Source: an optimization exercise on an open RTL-to-GDS flow (aim: small area, a short achievable clock period and few clock cycles). Production flows keep margins and buffers that such runs may drop.
At most, simulation tests tie the RTL to the original design; equivalence was not proved.
Power is estimated from default activity; no workload was simulated.

Design ccl_centroid, start of the top module:
module ccl_centroid (
    input  logic                      clk,
    input  logic                      reset,
    input  logic                      img_vsync,
    input  logic                      img_href,
    input  logic                      img_bit,
    output logic                      region_valid,
    output ccl_region_pkg::label_t    region_label,
    output ccl_region_pkg::area_t     region_area,
    output ccl_region_pkg::centroid_t centroid_x,
    output ccl_region_pkg::centroid_t centroid_y,
    output logic                      report_done
);
Size in the first run: ~39 I/O pins, about 46000 µm² of cells after synthesis.
==> module centroid_reporter, before the edit <==
module centroid_reporter #(
    parameter int K1 = 1,
    parameter int K2 = 3,
    parameter int K3 = 3,
    parameter int K4 = 2
) (
    input  logic                      clk,
    input  logic                      rst,
    input  logic                      go,           
    input  logic                      phase,        
    input  logic                      empty_done,   
    input  ccl_region_pkg::label_t    n_labels,
    input  logic [8:0]                area_in,
    input  logic [10:0]               sum_x_in,
    input  logic [10:0]               sum_y_in,
    output logic                      region_valid,
    output ccl_region_pkg::label_t    region_label,
    output ccl_region_pkg::area_t     region_area,
    output ccl_region_pkg::centroid_t centroid_x,
    output ccl_region_pkg::centroid_t centroid_y,
    output logic                      report_done
);
    logic [10:0] s_in;
    logic [7:0]  r0, r1, r2, r3, r4;
    logic [8:0]  nb0, nb1, nb2, nb3, nb4;
    logic [8:0]  q1, q2, q3, q4;
    logic [7:0]  r1_q, r2_q, r3_q;
    logic [8:0]  nb1_q, nb2_q, nb3_q;
    logic [8:0]  q1_q, q2_q, q3_q;
    logic [8:0]  a1_q, a2_q, a3_q;
    logic        v1_q, v2_q, v3_q;
    logic        y1_q, y2_q, y3_q;
    logic        out_x, out_y;
    ccl_region_pkg::label_t next_label;
    assign s_in = phase ? sum_y_in : sum_x_in;
    assign r0  = {1'b0, s_in[10:4]};
    assign nb0 = {s_in[3:0], 5'd0};
    div_stage #(.N(K1)) st1 (.r_in(r0),   .nb_in(nb0),   .q_in(9'd0), .a(area_in),
                             .r_out(r1),  .nb_out(nb1),  .q_out(q1));
    div_stage #(.N(K2)) st2 (.r_in(r1_q), .nb_in(nb1_q), .q_in(q1_q), .a(a1_q),
                             .r_out(r2),  .nb_out(nb2),  .q_out(q2));
    div_stage #(.N(K3)) st3 (.r_in(r2_q), .nb_in(nb2_q), .q_in(q2_q), .a(a2_q),
                             .r_out(r3),  .nb_out(nb3),  .q_out(q3));
    div_stage #(.N(K4)) st4 (.r_in(r3_q), .nb_in(nb3_q), .q_in(q3_q), .a(a3_q),
                             .r_out(r4),  .nb_out(nb4),  .q_out(q4));
    always_ff @(posedge clk) begin
        r1_q  <= r1;
        nb1_q <= nb1;
        q1_q  <= q1;
        a1_q  <= area_in;
        y1_q  <= phase;
        r2_q  <= r2;
        nb2_q <= nb2;
        q2_q  <= q2;
        a2_q  <= a1_q;
        y2_q  <= y1_q;
        r3_q  <= r3;
        nb3_q <= nb3;
        q3_q  <= q3;
        a3_q  <= a2_q;
        y3_q  <= y2_q;
    end
    assign next_label = region_label + 1'b1;
    assign out_x      = v3_q && !y3_q;
    assign out_y      = v3_q && y3_q;
    always_ff @(posedge clk) begin
        if (rst) begin
            v1_q         <= 1'b0;
            v2_q         <= 1'b0;
            v3_q         <= 1'b0;
            region_valid <= 1'b0;
            report_done  <= 1'b0;
            region_label <= '0;
        end else begin
            v1_q <= go;
            v2_q <= v1_q;
            v3_q <= v2_q;
            region_valid <= out_y;
            report_done  <= (out_y && next_label == n_labels) || empty_done;
            if (out_y)
                region_label <= next_label;
            else if (report_done)
                region_label <= '0;
        end
    end
    always_ff @(posedge clk) begin
        if (out_x)
            centroid_x <= q4;
        centroid_y  <= q4;
        region_area <= a3_q;
    end
endmodule
==> module ccl_centroid, before the edit <==
module ccl_centroid (
    input  logic                      clk,
    input  logic                      reset,
    input  logic                      img_vsync,
    input  logic                      img_href,
    input  logic                      img_bit,
    output logic                      region_valid,
    output ccl_region_pkg::label_t    region_label,
    output ccl_region_pkg::area_t     region_area,
    output ccl_region_pkg::centroid_t centroid_x,
    output ccl_region_pkg::centroid_t centroid_y,
    output logic                      report_done
);
    logic                   rst_q;
    logic                   pix_valid;
    logic                   pix_bit;
    ccl_frame_pkg::coord_t  pix_x;
    ccl_frame_pkg::coord_t  pix_y;
    logic                   frame_start;
    logic                   frame_end;
    ccl_region_pkg::label_t cur_label;
    logic                   need_new;
    ccl_region_pkg::label_t n_labels;
    logic                   acc_en;
    logic                   acc_new;
    ccl_frame_pkg::coord_t  acc_x;
    ccl_frame_pkg::coord_t  acc_y;
    ccl_region_pkg::label_t addr;       
    logic [31:1]            sel;        
    logic                   busy;
    logic                   phase;
    logic                   go;
    logic                   empty_done;
    logic [8:0]             area_rd;
    logic [10:0]            sum_x_rd;
    logic [10:0]            sum_y_rd;
    frame_timing frame_timing_inst (
        .clk         (clk),
        .reset       (reset),
        .img_vsync   (img_vsync),
        .img_href    (img_href),
        .img_bit     (img_bit),
        .rst_q       (rst_q),
        .pix_valid   (pix_valid),
        .pix_bit     (pix_bit),
        .pix_x       (pix_x),
        .pix_y       (pix_y),
        .frame_start (frame_start),
        .frame_end   (frame_end)
    );
    label_assigner label_assigner_inst (
        .clk         (clk),
        .pix_valid   (pix_valid),
        .pix_bit     (pix_bit),
        .pix_x       (pix_x),
        .pix_y       (pix_y),
        .frame_start (frame_start),
        .cur_label   (cur_label),
        .need_new    (need_new),
        .n_labels    (n_labels)
    );
    assign go         = busy || (frame_end && n_labels != 5'd0);
    assign empty_done = frame_end && n_labels == 5'd0;
    always_ff @(posedge clk) begin
        if (rst_q) begin
            busy  <= 1'b0;
            phase <= 1'b0;
        end else if (go) begin
            phase <= ~phase;
            busy  <= ~(phase && addr == n_labels);
        end
    end
    always_ff @(posedge clk) begin
        acc_en  <= pix_valid;
        acc_new <= pix_valid && need_new;
        acc_x   <= pix_x;
        acc_y   <= pix_y;
        if (pix_valid)
            addr <= cur_label;
        else if (go)
            addr <= phase ? addr + 1'b1 : addr;
        else
            addr <= 5'd1;
    end
    always_comb begin
        for (int i = 1; i < 32; i++)
            sel[i] = (addr == 5'(i));
    end
    region_accumulator region_accumulator_inst (
        .clk      (clk),
        .acc_en   (acc_en),
        .acc_new  (acc_new),
        .sel      (sel),
        .acc_x    (acc_x),
        .acc_y    (acc_y),
        .area_rd  (area_rd),
        .sum_x_rd (sum_x_rd),
        .sum_y_rd (sum_y_rd)
    );
    centroid_reporter centroid_reporter_inst (
        .clk          (clk),
        .rst          (rst_q),
        .go           (go),
        .phase        (phase),
        .empty_done   (empty_done),
        .n_labels     (n_labels),
        .area_in      (area_rd),
        .sum_x_in     (sum_x_rd),
        .sum_y_in     (sum_y_rd),
        .region_valid (region_valid),
        .region_label (region_label),
        .region_area  (region_area),
        .centroid_x   (centroid_x),
        .centroid_y   (centroid_y),
        .report_done  (report_done)
    );
endmodule
Settings: LEC_CHECK=0, CAP_MARGIN=20, CORE_MARGIN=2, CORE_UTILIZATION=40, CTS_CLUSTER_DIAMETER=150, CTS_CLUSTER_SIZE=24, SLEW_MARGIN=20; clock period 34.0 ns.
standard.sh (not shown) runs the stock make flow with config.mk's settings and CLKGATE_MAP_FILE= SYNTH_SCRIPT=/design/flow/synth_recipe.tcl, a recipe that flattens the netlist after the stock synthesis.
==> flow/flow/run.sh <==
#!/bin/bash
# Standard ORFS layout, except that the port buffers are buf_4 cells rather
# than the delay buffers buffer_ports picks by default.
set -euo pipefail
bash standard.sh BUFFER_PORTS_ARGS="-buffer_cell sky130_fd_sc_hd__buf_4" finish > flow_make.log 2>&1
The baseline went through all stages and came out clean.
Change:
--- a/flow/design.v
+++ b/flow/design.v
@@ -236,4 +236,5 @@
     input  logic                      go,           
     input  logic                      phase,        
+    input  logic                      single,       
     input  logic                      empty_done,   
     input  ccl_region_pkg::label_t    n_labels,
@@ -257,5 +258,6 @@
     logic [8:0]  a1_q, a2_q, a3_q;
     logic        v1_q, v2_q, v3_q;
-    logic        y1_q, y2_q, y3_q;
+    logic        y1_q, y2_q, y3_q;          
+    logic        b1_q, b2_q, b3_q;          
     logic        out_x, out_y;
     ccl_region_pkg::label_t next_label;
@@ -275,6 +277,9 @@
         nb1_q <= nb1;
         q1_q  <= q1;
-        a1_q  <= area_in;
-        y1_q  <= phase;
+        a1_q  <= single ? {1'b0, sum_x_in[3:0], sum_y_in[3:0]} : area_in;
+        y1_q  <= phase || single;
+        b1_q  <= single;
+        b2_q  <= b1_q;
+        b3_q  <= b2_q;
         r2_q  <= r2;
         nb2_q <= nb2;
@@ -289,5 +294,5 @@
     end
     assign next_label = region_label + 1'b1;
-    assign out_x      = v3_q && !y3_q;
+    assign out_x      = (v3_q && !y3_q) || b3_q;
     assign out_y      = v3_q && y3_q;
     always_ff @(posedge clk) begin
@@ -313,7 +318,7 @@
     always_ff @(posedge clk) begin
         if (out_x)
-            centroid_x <= q4;
-        centroid_y  <= q4;
-        region_area <= a3_q;
+            centroid_x <= b3_q ? {a3_q[7:4], 5'd0} : q4;
+        centroid_y  <= b3_q ? {a3_q[3:0], 5'd0} : q4;
+        region_area <= b3_q ? 9'd1 : a3_q;
     end
 endmodule
@@ -351,4 +356,6 @@
     logic                   phase;
     logic                   go;
+    logic                   single;     
+    logic                   advance;    
     logic                   empty_done;
     logic [8:0]             area_rd;
@@ -381,4 +388,6 @@
     );
     assign go         = busy || (frame_end && n_labels != 5'd0);
+    assign single     = !phase && area_rd == 9'd1;
+    assign advance    = phase || single;
     assign empty_done = frame_end && n_labels == 5'd0;
     always_ff @(posedge clk) begin
@@ -387,6 +396,6 @@
             phase <= 1'b0;
         end else if (go) begin
-            phase <= ~phase;
-            busy  <= ~(phase && addr == n_labels);
+            phase <= ~advance;
+            busy  <= ~(advance && addr == n_labels);
         end
     end
@@ -399,5 +408,5 @@
             addr <= cur_label;
         else if (go)
-            addr <= phase ? addr + 1'b1 : addr;
+            addr <= advance ? addr + 1'b1 : addr;
         else
             addr <= 5'd1;
@@ -423,4 +432,5 @@
         .go           (go),
         .phase        (phase),
+        .single       (single),
         .empty_done   (empty_done),
         .n_labels     (n_labels),
Result: Wire length goes up by 2.3%; power is higher by 6.3%; maximum frequency barely changes; register-to-register slack degrades by 230 ps; core utilization is about the same.
Testbench counts after the change, summed over its fixed seeds: cycles 56,369.
For the first run of this note, only the layout was checked, not whether the RTL still works.

## re-timing with driven ports
Ports are ideal in the flow. The routed layouts listed here were re-timed in OpenROAD. Step 1 sets driving cells, clkbuf_16 on the clock port and buf_2 on the other inputs (assumed; they add their load-dependent delay and slew). Step 2 times the ports against the registers' clock, not the clock port: input delays grow and output delays shrink by t, the midpoint of the rising clock arrivals with the driver on. Slacks: no drivers / after step 1 / after step 2; pairs: no drivers / after step 1.
| run | t (ns) | setup slack, ns | hold WS [ns] | cell pins on the clock port's net |
|---|---|---|---|---|
| the first run | 0.741 | 25.900 / 25.828 / 26.569 | 0.324 / 0.324 / 0.324 | 1 |
| the second run | 0.770 | 25.902 / 25.833 / 26.471 | 0.335 / 0.335 / 0.335 | 1 |
After both steps setup and hold are still met in every run listed.
